This design comes from an exercise in tuning for small area, a short achievable clock period and few clock cycles per item on the open sky130 flow, not from production work. Where RTL was checked, it was by simulation tests only, not by an equivalence proof against the original. Power is estimated from default activity; no workload was simulated.

==> run a <==
## pulse_width_autobaud_detector
module pulse_width_autobaud_detector
#(
    parameter int NUM_BINS   = 20,
    parameter int WIDTH_BITS = 16
)
(
    input  logic                 clk,
    input  logic                 rst_n,
    input  logic                 pulse_valid,
    output logic                 pulse_ready,
    input  logic [OPCODE_W-1:0]  pulse_opcode,
    input  logic [PULSE_W-1:0]   pulse_width,
    output logic                 result_valid,
    input  logic                 result_ready,
    output logic [OUTCOME_W-1:0] result_outcome,
    output logic [BIN_W-1:0]     result_bin_index,
    output logic [DIV_W-1:0]     result_divisor,
    output logic                 result_engaged,
    input  logic                 cfg_we,
    input  logic [CFG_IDX_W-1:0] cfg_index,
    input  logic [CFG_DAT_W-1:0] cfg_data
);
    function automatic logic cout24(input logic [23:0] a, input logic [23:0] b, input logic cin);
        logic [23:0] g0, p0;
        logic [11:0] g1, p1;
        logic [5:0]  g2, p2;
        logic [2:0]  g3, p3;
        g0 = a & b;
        p0 = a | b;
        g0[0] = g0[0] | (p0[0] & cin);
        for (int i = 0; i < 12; i++)
        begin
            g1[i] = g0[2*i+1] | (p0[2*i+1] & g0[2*i]);
            p1[i] = p0[2*i+1] & p0[2*i];
        end
        for (int i = 0; i < 6; i++)
        begin
            g2[i] = g1[2*i+1] | (p1[2*i+1] & g1[2*i]);
            p2[i] = p1[2*i+1] & p1[2*i];
        end
        for (int i = 0; i < 3; i++)
        begin
            g3[i] = g2[2*i+1] | (p2[2*i+1] & g2[2*i]);
            p3[i] = p2[2*i+1] & p2[2*i];
        end
        cout24 = g3[2] | (p3[2] & (g3[1] | (p3[1] & g3[0])));
    endfunction
    function automatic logic gt24(input logic [23:0] a, input logic [23:0] b);
        gt24 = cout24(a, ~b, 1'b0);
    endfunction
    function automatic logic ge24(input logic [23:0] a, input logic [23:0] b);
        ge24 = cout24(a, ~b, 1'b1);
    endfunction
    function automatic logic sign24(input logic [23:0] x, input logic [23:0] y);
        sign24 = x[23] ^ y[23] ^ cout24({x[22:0], 1'b0}, {y[22:0], 1'b0}, 1'b0);
    endfunction
    function automatic logic gt3(input logic [23:0] a, input logic [23:0] b, input logic [23:0] c);
        logic [23:0] nb, nc, s, cy;
        nb = ~b;
        nc = ~c;
  ...
make LEC_CHECK=0 CAP_MARGIN=20 CORE_MARGIN=2 CORE_UTILIZATION=50 SETUP_SLACK_MARGIN=2.0 SLEW_MARGIN=20 finish   # period 5.5 ns
run.sh (not shown) runs the stock make flow with config.mk's settings and CLKGATE_MAP_FILE= SYNTH_SCRIPT=/design/flow/synth_recipe.tcl, a recipe that flattens the netlist after the stock synthesis.
==> inputs of run b, as changes to run a <==
--- a/flow/design.v
+++ b/flow/design.v
@@ -36,18 +36,16 @@
 `timescale 1ns / 1ps
 import pwad_pkg::*;
 module pwad_datapath
 (
     input  logic [15:0] w,
     input  logic        none,    
     input  logic [15:0] lo,
     input  logic [16:0] hi,
-    input  logic [17:0] lo3,     
-    input  logic [17:0] hi3,     
     output logic [2:0]  g,
     output logic        over,    
     output logic [15:0] base_h,  
     output logic [5:0]  lo_le    
 );
     function automatic logic cout24(input logic [23:0] a, input logic [23:0] b, input logic cin);
         logic [23:0] g0, p0;
         logic [11:0] g1, p1;
@@ -97,58 +95,43 @@
         cy = {(b[22:0] & c[22:0]) | (b[22:0] & na[22:0]) | (c[22:0] & na[22:0]), 1'b0};
         ge3 = sign24(s, cy);
     endfunction
     logic [21:0] wx;
     logic        c1, c2, c3, c4;
     assign wx = {6'd0, w};
     assign c1   = !none && gt24({2'd0, wx}, {5'd0, hi, 2'd0});
     assign c2   = !none && gt24({2'd0, wx}, {4'd0, hi, 3'd0});
-    assign c3   = !none && gt24({2'd0, wx}, {4'd0, hi3, 2'd0});
+    assign c3   = !none && gt3({2'd0, wx}, {3'd0, hi, 3'd0}, {5'd0, hi, 2'd0});
     assign c4   = !none && gt24({2'd0, wx}, {3'd0, hi, 4'd0});
     assign over = !none && gt3({2'd0, wx}, {3'd0, hi, 4'd0}, {5'd0, hi, 2'd0});
-    assign lo_le[0] = ge24({8'd0, w}, {8'd0, lo});
+    assign lo_le[0] = none ? (w == 16'hFFFF) : ge24({8'd0, w}, {8'd0, lo});
     assign lo_le[1] = ge24({8'd0, w}, {7'd0, lo, 1'b0});
-    assign lo_le[2] = ge24({8'd0, w}, {6'd0, lo3});
+    assign lo_le[2] = ge3({8'd0, w}, {7'd0, lo, 1'b0}, {8'd0, lo});
     assign lo_le[3] = ge24({8'd0, w}, {6'd0, lo, 2'b0});
     assign lo_le[4] = ge3({8'd0, w}, {6'd0, lo, 2'b0}, {8'd0, lo});
-    assign lo_le[5] = ge24({8'd0, w}, {5'd0, lo3, 1'b0});
-    always_comb
-    begin
-        g      = 3'd0;
-        base_h = '0;
-        if (c4)
-        begin
-            g      = 3'd4;
-            base_h = {hi[11:0], 4'd0};
-        end
-        else if (c3)
-        begin
-            g      = 3'd3;
-            base_h = {hi3[13:0], 2'd0};
-        end
-        else if (c2)
-        begin
-            g      = 3'd2;
-            base_h = {hi[12:0], 3'd0};
-        end
-        else if (c1)
-        begin
-            g      = 3'd1;
-            base_h = {hi[13:0], 2'd0};
-        end
-    end
+    assign lo_le[5] = ge3({8'd0, w}, {6'd0, lo, 2'b0}, {7'd0, lo, 1'b0});
+    logic [3:0]  sel;
+    logic [15:0] hi12;
+    assign hi12   = {hi[12:0], 3'd0} + {hi[13:0], 2'd0};
+    assign sel    = {c4, c3 && !c4, c2 && !c3, c1 && !c2};
+    assign g      = {c4, c2 && !c4, sel[0] || sel[2]};
+    assign base_h = ({16{sel[0]}} & {hi[13:0], 2'd0}) |
+                    ({16{sel[1]}} & {hi[12:0], 3'd0}) |
+                    ({16{sel[2]}} & hi12) |
+                    ({16{sel[3]}} & {hi[11:0], 4'd0});
 endmodule
 module pwad_fine
 (
     input  logic [15:0] w,
     input  logic [15:0] base_h,
     input  logic [2:0]  g,
     input  logic        over,
     input  logic [5:0]  lo_le,
+    input  logic        none,    
     input  logic [16:0] hi,
     input  logic [17:0] hi3,
     output logic        matched,
     output logic [4:0]  bin
 );
     function automatic logic cout24(input logic [23:0] a, input logic [23:0] b, input logic cin);
         logic [23:0] g0, p0;
         logic [11:0] g1, p1;
@@ -195,19 +178,19 @@
         logic [23:0] na, s, cy;
         na = ~a;
         s  = b ^ c ^ na;
         cy = {(b[22:0] & c[22:0]) | (b[22:0] & na[22:0]) | (c[22:0] & na[22:0]), 1'b0};
         ge3 = sign24(s, cy);
     endfunction
     logic e1, e2, e3, lo_ok;
     logic [1:0] f1;
-    assign e1 = gt3({8'd0, w}, {8'd0, base_h}, {7'd0, hi});
-    assign e2 = gt3({8'd0, w}, {8'd0, base_h}, {6'd0, hi, 1'b0});
-    assign e3 = gt3({8'd0, w}, {8'd0, base_h}, {6'd0, hi3});
+    assign e1 = !none && gt3({8'd0, w}, {8'd0, base_h}, {7'd0, hi});
+    assign e2 = e1 && gt3({8'd0, w}, {8'd0, base_h}, {6'd0, hi, 1'b0});
+    assign e3 = e1 && gt3({8'd0, w}, {8'd0, base_h}, {6'd0, hi3});
     assign f1      = {1'b0, e1} + {1'b0, e2} + {1'b0, e3};
     always_comb
     begin
         case (g)
             3'd0:    lo_ok = e3 ? lo_le[3] : e2 ? lo_le[2] : e1 ? lo_le[1] : lo_le[0];
             3'd1:    lo_ok = e2 || (e1 ? lo_le[5] : lo_le[4]);
             default: lo_ok = 1'b1;
         endcase
@@ -290,26 +273,23 @@
     endfunction
     logic [PULSE_W-1:0]  min_reg, max_reg;
     logic [CNT_W-1:0]    count_lim_reg, unmatch_lim_reg;
     logic [ITER_W-1:0]   iter_lim_reg;
     logic                active_reg;
     logic                short_none;
     logic [15:0]         short_reg;
     logic [15:0]         lo_reg;         
+    logic [16:0]         hi_reg;         
     logic [CNT_W-1:0]    total_reg, unm_reg;
     logic                unm_pend;       
     logic [ITER_W-1:0]   att_reg;
     logic                stall_reg;
-    logic [16:0]         hi_d;
-    logic [17:0]         lo3_d, hi3_d;
-    logic                b1_valid, b1_bin, b1_retry, b1_eng;
-    logic [OUTCOME_W-1:0] b1_oc;
-    logic [15:0]         b1_w;
-    logic                b2_valid, b2_bin, b2_cnt, b2_eng, b2_over;
+    logic [17:0]         hi3_d;          
+    logic                b2_valid, b2_bin, b2_eng, b2_over, b2_none;
     logic [OUTCOME_W-1:0] b2_oc;
     logic [15:0]         b2_w, b2_base_h;
     logic [2:0]          b2_g;
     logic [5:0]          b2_lo_le;
     logic                out_valid;
     logic [OUTCOME_W-1:0] out_outcome;
     logic [BIN_W-1:0]    out_bin_index;
     logic                out_succ;
@@ -338,35 +318,36 @@
     end
     logic adv, accept;
     assign adv         = !out_valid || result_ready;
     assign pulse_ready = adv && !stall_reg;
     assign accept      = pulse_valid && pulse_ready;
     logic [15:0] w;
     logic        is_start, is_abort, is_pulse;
     logic        decide, unm_ok, att_le1;
-    logic        a_succ, a_fail, a_retry, a_go, out_range, below;
+    logic        a_succ, a_fail, a_retry, a_none, a_go, out_range, below;
     logic        a_rej, a_short, a_bin;
     logic [OUTCOME_W-1:0] a_oc;
     logic        a_eng;
     logic [CNT_W-1:0] total_inc;
     logic [18:0] w7;
     assign w = pulse_width;
     assign is_start  = (pulse_opcode == OP_START);
     assign is_abort  = (pulse_opcode == OP_ABORT);
     assign is_pulse  = (pulse_opcode == OP_PULSE) && active_reg;
     assign decide    = gt24({8'd0, total_reg}, {8'd0, count_lim_reg});
     assign unm_ok    = ge24({8'd0, unmatch_lim_reg}, {8'd0, unm_reg});
     assign att_le1   = (att_reg <= 8'd1);
     assign a_succ    = is_pulse && decide && unm_ok;
     assign a_fail    = is_pulse && decide && !unm_ok && att_le1;
     assign a_retry   = is_pulse && decide && !unm_ok && !att_le1;
+    assign a_none    = a_retry || short_none;    
     assign a_go      = is_pulse && !(decide && (unm_ok || att_le1));
     assign out_range = gt24({8'd0, min_reg}, {8'd0, w}) || gt24({8'd0, w}, {8'd0, max_reg});
-    assign below     = decide ? (w != 16'hFFFF) : gt24({8'd0, lo_reg}, {8'd0, w});
+    assign below     = (decide || short_none) ? (w != 16'hFFFF) : gt24({8'd0, lo_reg}, {8'd0, w});
     assign a_rej     = a_go && out_range;
     assign a_short   = a_go && !out_range && below;
     assign a_bin     = a_go && !out_range && !below;
     always_comb
     begin
         a_oc  = OC_IGNORED;
         a_eng = active_reg;
         if (is_start)
@@ -399,58 +380,53 @@
     assign total_inc = (total_reg == CNT_MAX) ? CNT_MAX : total_reg + 1'b1;
     assign w7        = {w, 3'd0} - {3'd0, w};
     always_ff @(posedge clk or negedge rst_n)
     begin
         if (!rst_n)
         begin
             active_reg <= 1'b0;
             short_none <= 1'b1;
-            lo_reg     <= 16'hFFFF;
             total_reg  <= '0;
             att_reg    <= '0;
         end
         else if (accept)
         begin
             active_reg <= a_eng;
             if (a_short)
-            begin
                 short_none <= 1'b0;
-                lo_reg     <= w7[18:3];
-            end
             else if (is_start || a_retry)
-            begin
                 short_none <= 1'b1;
-                lo_reg     <= 16'hFFFF;
-            end
             if (is_start || a_short || (a_retry && a_rej))
                 total_reg <= '0;
             else if (a_bin)
                 total_reg <= a_retry ? 16'd1 : total_inc;
             if (is_start)
                 att_reg <= iter_lim_reg;
             else if (a_retry)
                 att_reg <= att_reg - 1'b1;
             else if (a_fail)
                 att_reg <= '0;
         end
     end
     always_ff @(posedge clk)
     begin
         if (accept && a_short)
+        begin
             short_reg <= w;
+            lo_reg    <= w7[18:3];
+            hi_reg    <= {1'b0, w} + {5'd0, w[15:4]};
+        end
     end
     logic b2_match, b2_unmatched;
     logic a_clr, b_pending, succ_pending;
-    assign b2_unmatched = adv && b2_valid && b2_cnt && !b2_match;
+    assign b2_unmatched = adv && b2_valid && b2_bin && !b2_match;
     assign a_clr        = is_start || a_retry || a_short;
-    assign succ_pending = adv ? ((accept && a_succ) || (b1_valid && b1_oc == OC_SUCCESS))
-                              : ((b1_valid && b1_oc == OC_SUCCESS) || (b2_valid && b2_oc == OC_SUCCESS));
-    assign b_pending    = adv ? ((accept && is_pulse) || (b1_valid && b1_bin) || (b2_valid && b2_bin))
-                              : ((b1_valid && b1_bin) || (b2_valid && b2_bin));
+    assign succ_pending = adv ? (accept && a_succ) : (b2_valid && b2_oc == OC_SUCCESS);
+    assign b_pending    = adv ? ((accept && is_pulse) || (b2_valid && b2_bin)) : (b2_valid && b2_bin);
     always_ff @(posedge clk or negedge rst_n)
     begin
         if (!rst_n)
         begin
             unm_reg   <= '0;
             unm_pend  <= 1'b0;
             stall_reg <= 1'b0;
         end
@@ -465,109 +441,75 @@
             begin
                 if (unm_pend && unm_reg != CNT_MAX)
                     unm_reg <= unm_reg + 1'b1;
                 unm_pend <= b2_unmatched;
             end
             stall_reg <= (b_pending && ge24({8'd0, total_reg}, {8'd0, count_lim_reg})) || succ_pending;
         end
     end
-    logic [16:0] hi_n;
-    logic [19:0] lo3_n, hi3_n;
-    logic [19:0] h3a, h3b, h3c, h3d;
-    function automatic logic [19:0] csa_s(input logic [19:0] a, input logic [19:0] b, input logic [19:0] c);
-        csa_s = a ^ b ^ c;
-    endfunction
-    function automatic logic [19:0] csa_c(input logic [19:0] a, input logic [19:0] b, input logic [19:0] c);
-        csa_c = {(a[18:0] & b[18:0]) | (a[18:0] & c[18:0]) | (b[18:0] & c[18:0]), 1'b0};
-    endfunction
-    always_comb
-    begin
-        h3a   = csa_s({3'd0, short_reg, 1'b0}, {4'd0, short_reg}, {7'd0, short_reg[15:4], 1'b0});
-        h3b   = csa_c({3'd0, short_reg, 1'b0}, {4'd0, short_reg}, {7'd0, short_reg[15:4], 1'b0});
-        h3c   = csa_s(h3a, h3b, {8'd0, short_reg[15:4]});
-        h3d   = csa_c(h3a, h3b, {8'd0, short_reg[15:4]});
-        hi_n  = short_none ? 17'h0FFFF : ({1'b0, short_reg} + {5'd0, short_reg[15:4]});
-        hi3_n = short_none ? 20'h10000 : h3c + h3d;    
-        lo3_n = {3'b0, lo_reg, 1'b0} + {4'b0, lo_reg};
-    end
     always_ff @(posedge clk)
-    begin
-        if (adv)
-        begin
-            hi_d  <= hi_n;
-            lo3_d <= lo3_n[17:0];
-            hi3_d <= hi3_n[17:0];
-        end
-    end
+        hi3_d <= {hi_reg, 1'b0} + {1'b0, hi_reg};
     logic [2:0]  s1_g;
     logic        s1_over;
     logic [15:0] s1_base_h;
     logic [5:0]  s1_lo_le;
     pwad_datapath u_coarse (
-        .w      (b1_w),
-        .none   (b1_retry),
+        .w      (w),
+        .none   (a_none),
         .lo     (lo_reg),
-        .hi     (hi_d),
-        .lo3    (lo3_d),
-        .hi3    (hi3_d),
+        .hi     (hi_reg),
         .g      (s1_g),
         .over   (s1_over),
         .base_h (s1_base_h),
         .lo_le  (s1_lo_le)
     );
     logic [4:0] b2_binidx;
     pwad_fine u_fine (
         .w       (b2_w),
         .base_h  (b2_base_h),
         .g       (b2_g),
         .over    (b2_over),
         .lo_le   (b2_lo_le),
-        .hi      (hi_d),
+        .none    (b2_none),
+        .hi      (hi_reg),
         .hi3     (hi3_d),
         .matched (b2_match),
         .bin     (b2_binidx)
     );
     always_ff @(posedge clk or negedge rst_n)
     begin
         if (!rst_n)
         begin
-            b1_valid  <= 1'b0;
             b2_valid  <= 1'b0;
             out_valid <= 1'b0;
         end
         else if (adv)
         begin
-            b1_valid  <= accept;
-            b2_valid  <= b1_valid;
+            b2_valid  <= accept;
             out_valid <= b2_valid;
         end
     end
     always_ff @(posedge clk)
     begin
         if (adv)
         begin
-            b1_oc     <= a_oc;
-            b1_bin    <= a_bin;
-            b1_retry  <= a_retry;
-            b1_eng    <= a_eng;
-            b1_w      <= w;
-            b2_oc     <= b1_oc;
-            b2_bin    <= b1_bin;
-            b2_cnt    <= b1_bin && !(accept && a_clr);
-            b2_eng    <= b1_eng;
-            b2_w      <= b1_w;
+            b2_oc     <= a_oc;
+            b2_bin    <= a_bin;
+            b2_eng    <= a_eng;
+            b2_none   <= a_none;
+            b2_w      <= w;
             b2_g      <= s1_g;
             b2_over   <= s1_over;
             b2_base_h <= s1_base_h;
             b2_lo_le  <= s1_lo_le;
             out_outcome   <= b2_bin ? (b2_match ? OC_MATCHED : OC_UNMATCHED) : b2_oc;
             out_bin_index <= (b2_bin && b2_match) ? b2_binidx : 5'd0;
             out_succ      <= !b2_bin && b2_oc == OC_SUCCESS;
             out_engaged   <= b2_eng;
         end
     end
     assign result_valid     = out_valid;
     assign result_outcome   = out_outcome;
     assign result_bin_index = out_bin_index;
-    assign result_divisor   = !out_succ ? 16'd0 : short_none ? 16'hFFFF : short_reg;
+    assign result_divisor   = {16{out_succ}} & (short_reg | {16{short_none}});
     assign result_engaged   = out_engaged;
 endmodule
- ABC_AREA: default -> 1
- SETUP_SLACK_MARGIN: 2.0 -> 2.5
==> inputs of run c, as changes to run a <==
--- a/flow/design.v
+++ b/flow/design.v
@@ -36,17 +36,16 @@
 `timescale 1ns / 1ps
 import pwad_pkg::*;
 module pwad_datapath
 (
     input  logic [15:0] w,
     input  logic        none,    
     input  logic [15:0] lo,
     input  logic [16:0] hi,
-    input  logic [17:0] lo3,     
     input  logic [17:0] hi3,     
     output logic [2:0]  g,
     output logic        over,    
     output logic [15:0] base_h,  
     output logic [5:0]  lo_le    
 );
     function automatic logic cout24(input logic [23:0] a, input logic [23:0] b, input logic cin);
         logic [23:0] g0, p0;
@@ -102,20 +101,20 @@
     assign wx = {6'd0, w};
     assign c1   = !none && gt24({2'd0, wx}, {5'd0, hi, 2'd0});
     assign c2   = !none && gt24({2'd0, wx}, {4'd0, hi, 3'd0});
     assign c3   = !none && gt24({2'd0, wx}, {4'd0, hi3, 2'd0});
     assign c4   = !none && gt24({2'd0, wx}, {3'd0, hi, 4'd0});
     assign over = !none && gt3({2'd0, wx}, {3'd0, hi, 4'd0}, {5'd0, hi, 2'd0});
     assign lo_le[0] = ge24({8'd0, w}, {8'd0, lo});
     assign lo_le[1] = ge24({8'd0, w}, {7'd0, lo, 1'b0});
-    assign lo_le[2] = ge24({8'd0, w}, {6'd0, lo3});
+    assign lo_le[2] = ge3({8'd0, w}, {7'd0, lo, 1'b0}, {8'd0, lo});
     assign lo_le[3] = ge24({8'd0, w}, {6'd0, lo, 2'b0});
     assign lo_le[4] = ge3({8'd0, w}, {6'd0, lo, 2'b0}, {8'd0, lo});
-    assign lo_le[5] = ge24({8'd0, w}, {5'd0, lo3, 1'b0});
+    assign lo_le[5] = ge3({8'd0, w}, {6'd0, lo, 2'b0}, {7'd0, lo, 1'b0});
     always_comb
     begin
         g      = 3'd0;
         base_h = '0;
         if (c4)
         begin
             g      = 3'd4;
             base_h = {hi[11:0], 4'd0};
@@ -290,22 +289,23 @@
     endfunction
     logic [PULSE_W-1:0]  min_reg, max_reg;
     logic [CNT_W-1:0]    count_lim_reg, unmatch_lim_reg;
     logic [ITER_W-1:0]   iter_lim_reg;
     logic                active_reg;
     logic                short_none;
     logic [15:0]         short_reg;
     logic [15:0]         lo_reg;         
+    logic [16:0]         hi_reg;         
     logic [CNT_W-1:0]    total_reg, unm_reg;
     logic                unm_pend;       
     logic [ITER_W-1:0]   att_reg;
     logic                stall_reg;
     logic [16:0]         hi_d;
-    logic [17:0]         lo3_d, hi3_d;
+    logic [17:0]         hi3_d;
     logic                b1_valid, b1_bin, b1_retry, b1_eng;
     logic [OUTCOME_W-1:0] b1_oc;
     logic [15:0]         b1_w;
     logic                b2_valid, b2_bin, b2_cnt, b2_eng, b2_over;
     logic [OUTCOME_W-1:0] b2_oc;
     logic [15:0]         b2_w, b2_base_h;
     logic [2:0]          b2_g;
     logic [5:0]          b2_lo_le;
@@ -400,31 +400,34 @@
     assign w7        = {w, 3'd0} - {3'd0, w};
     always_ff @(posedge clk or negedge rst_n)
     begin
         if (!rst_n)
         begin
             active_reg <= 1'b0;
             short_none <= 1'b1;
             lo_reg     <= 16'hFFFF;
+            hi_reg     <= 17'h0FFFF;
             total_reg  <= '0;
             att_reg    <= '0;
         end
         else if (accept)
         begin
             active_reg <= a_eng;
             if (a_short)
             begin
                 short_none <= 1'b0;
                 lo_reg     <= w7[18:3];
+                hi_reg     <= {1'b0, w} + {5'd0, w[15:4]};
             end
             else if (is_start || a_retry)
             begin
                 short_none <= 1'b1;
                 lo_reg     <= 16'hFFFF;
+                hi_reg     <= 17'h0FFFF;
             end
             if (is_start || a_short || (a_retry && a_rej))
                 total_reg <= '0;
             else if (a_bin)
                 total_reg <= a_retry ? 16'd1 : total_inc;
             if (is_start)
                 att_reg <= iter_lim_reg;
             else if (a_retry)
@@ -465,54 +468,33 @@
             begin
                 if (unm_pend && unm_reg != CNT_MAX)
                     unm_reg <= unm_reg + 1'b1;
                 unm_pend <= b2_unmatched;
             end
             stall_reg <= (b_pending && ge24({8'd0, total_reg}, {8'd0, count_lim_reg})) || succ_pending;
         end
     end
-    logic [16:0] hi_n;
-    logic [19:0] lo3_n, hi3_n;
-    logic [19:0] h3a, h3b, h3c, h3d;
-    function automatic logic [19:0] csa_s(input logic [19:0] a, input logic [19:0] b, input logic [19:0] c);
-        csa_s = a ^ b ^ c;
-    endfunction
-    function automatic logic [19:0] csa_c(input logic [19:0] a, input logic [19:0] b, input logic [19:0] c);
-        csa_c = {(a[18:0] & b[18:0]) | (a[18:0] & c[18:0]) | (b[18:0] & c[18:0]), 1'b0};
-    endfunction
-    always_comb
-    begin
-        h3a   = csa_s({3'd0, short_reg, 1'b0}, {4'd0, short_reg}, {7'd0, short_reg[15:4], 1'b0});
-        h3b   = csa_c({3'd0, short_reg, 1'b0}, {4'd0, short_reg}, {7'd0, short_reg[15:4], 1'b0});
-        h3c   = csa_s(h3a, h3b, {8'd0, short_reg[15:4]});
-        h3d   = csa_c(h3a, h3b, {8'd0, short_reg[15:4]});
-        hi_n  = short_none ? 17'h0FFFF : ({1'b0, short_reg} + {5'd0, short_reg[15:4]});
-        hi3_n = short_none ? 20'h10000 : h3c + h3d;    
-        lo3_n = {3'b0, lo_reg, 1'b0} + {4'b0, lo_reg};
-    end
     always_ff @(posedge clk)
     begin
         if (adv)
         begin
-            hi_d  <= hi_n;
-            lo3_d <= lo3_n[17:0];
-            hi3_d <= hi3_n[17:0];
+            hi_d  <= hi_reg;
+            hi3_d <= {hi_reg, 1'b0} + {1'b0, hi_reg};    
         end
     end
     logic [2:0]  s1_g;
     logic        s1_over;
     logic [15:0] s1_base_h;
     logic [5:0]  s1_lo_le;
     pwad_datapath u_coarse (
         .w      (b1_w),
         .none   (b1_retry),
         .lo     (lo_reg),
         .hi     (hi_d),
-        .lo3    (lo3_d),
         .hi3    (hi3_d),
         .g      (s1_g),
         .over   (s1_over),
         .base_h (s1_base_h),
         .lo_le  (s1_lo_le)
     );
     logic [4:0] b2_binidx;
     pwad_fine u_fine (
- ABC_AREA: default -> 1
- SETUP_SLACK_MARGIN: 2.0 -> 2.5
==> qor summary <==
item                                                                              run c                   run a             run b
Class of the most critical hold timing path                                     reg2reg                in2async           reg2reg
Hold Path Origin                                                       b2_eng$_DFFE_PN_                       -  b2_eng$_DFFE_PN_
Crit-path max FO                                                                      9                       5                11
Count of non-CTS buffers in the layout                                              225                     215               220
Share of the final layout cell area in sequential cells                           0.314                   0.319             0.272
Worst path max stage delay                                                      0.71 ns                 0.57 ns           0.52 ns
Clk Latency, worst-skew pair                                                    0.56 ns                 0.58 ns           0.58 ns
Seq pwr share                                                                     0.346                   0.361             0.395
Hold-critical path depth                                                              0                       -                 0
Starting utilization of the core area                                             0.508                   0.505             0.504
Power dissipated in sequential cells                                            3.19 mW                 3.41 mW           2.30 mW
Status                                                 no timing/DRC/antenna violations  no timing/DRC/antenna violations  no timing/DRC/antenna violations
Layout non-clock buf frac                                                        0.0800                  0.0790            0.0925
Number of cells traversed by the worst register-to-register path                     11                      14                15
Startpoint of the worst setup timing path                         lo_reg[2]$_DFFE_PN1P_  short_reg[1]$_DFFE_PP_    pulse_width[1]
Global-route met1 utilization                                                     0.372                   0.356             0.347
DIE WIDTH                                                                        208 um                  207 um            203 um
Core utilization of the finished layout                                           0.607                   0.612             0.611
Clock Buffer Count                                                                   45                      36                40
Share of the synthesized area in the top cell type                                0.189                   0.219             0.162
Clock period minus worst slack                                                  2.92 ns                 4.02 ns           2.98 ns
Portion of netlist area occupied by mux cells                                         0                  0.0411                 0
Part of the total power dissipated in combinational logic                         0.391                   0.413             0.265
Testbench counts of run c, summed over its fixed seeds: cycles 12,910, items 12,800.
For run a and run b, only the layout was checked, not whether the RTL still works.

## separate check: timing with driven ports
In the flow no input, the clock included, has a driving cell. The finished layouts below were timed again as built, in two steps. Step 1 sets driving cells, clkbuf_16 on the clock port and buf_2 on the other inputs (assumed; they add their load-dependent delay and slew). Step 2 times the ports against the registers' clock, not the clock port: input delays grow and output delays shrink by t, the midpoint of the rising clock arrivals with the driver on. a / b / c = ideal / step 1 / step 2; a / b = the first two.
run	t (ns)	setup slack, ns	worst data-port slew with drivers (ns)
run a	0.630	1.482 / 1.482 / 1.379	0.06
run b	0.626	2.517 / 2.521 / 1.899	0.06
run c	0.599	2.582 / 2.561 / 2.063	0.05
After both steps every run listed still meets setup and hold. The setup slack of run b, which loses most, moves by +0.004 ns with the drivers and by -0.618 ns with both steps.
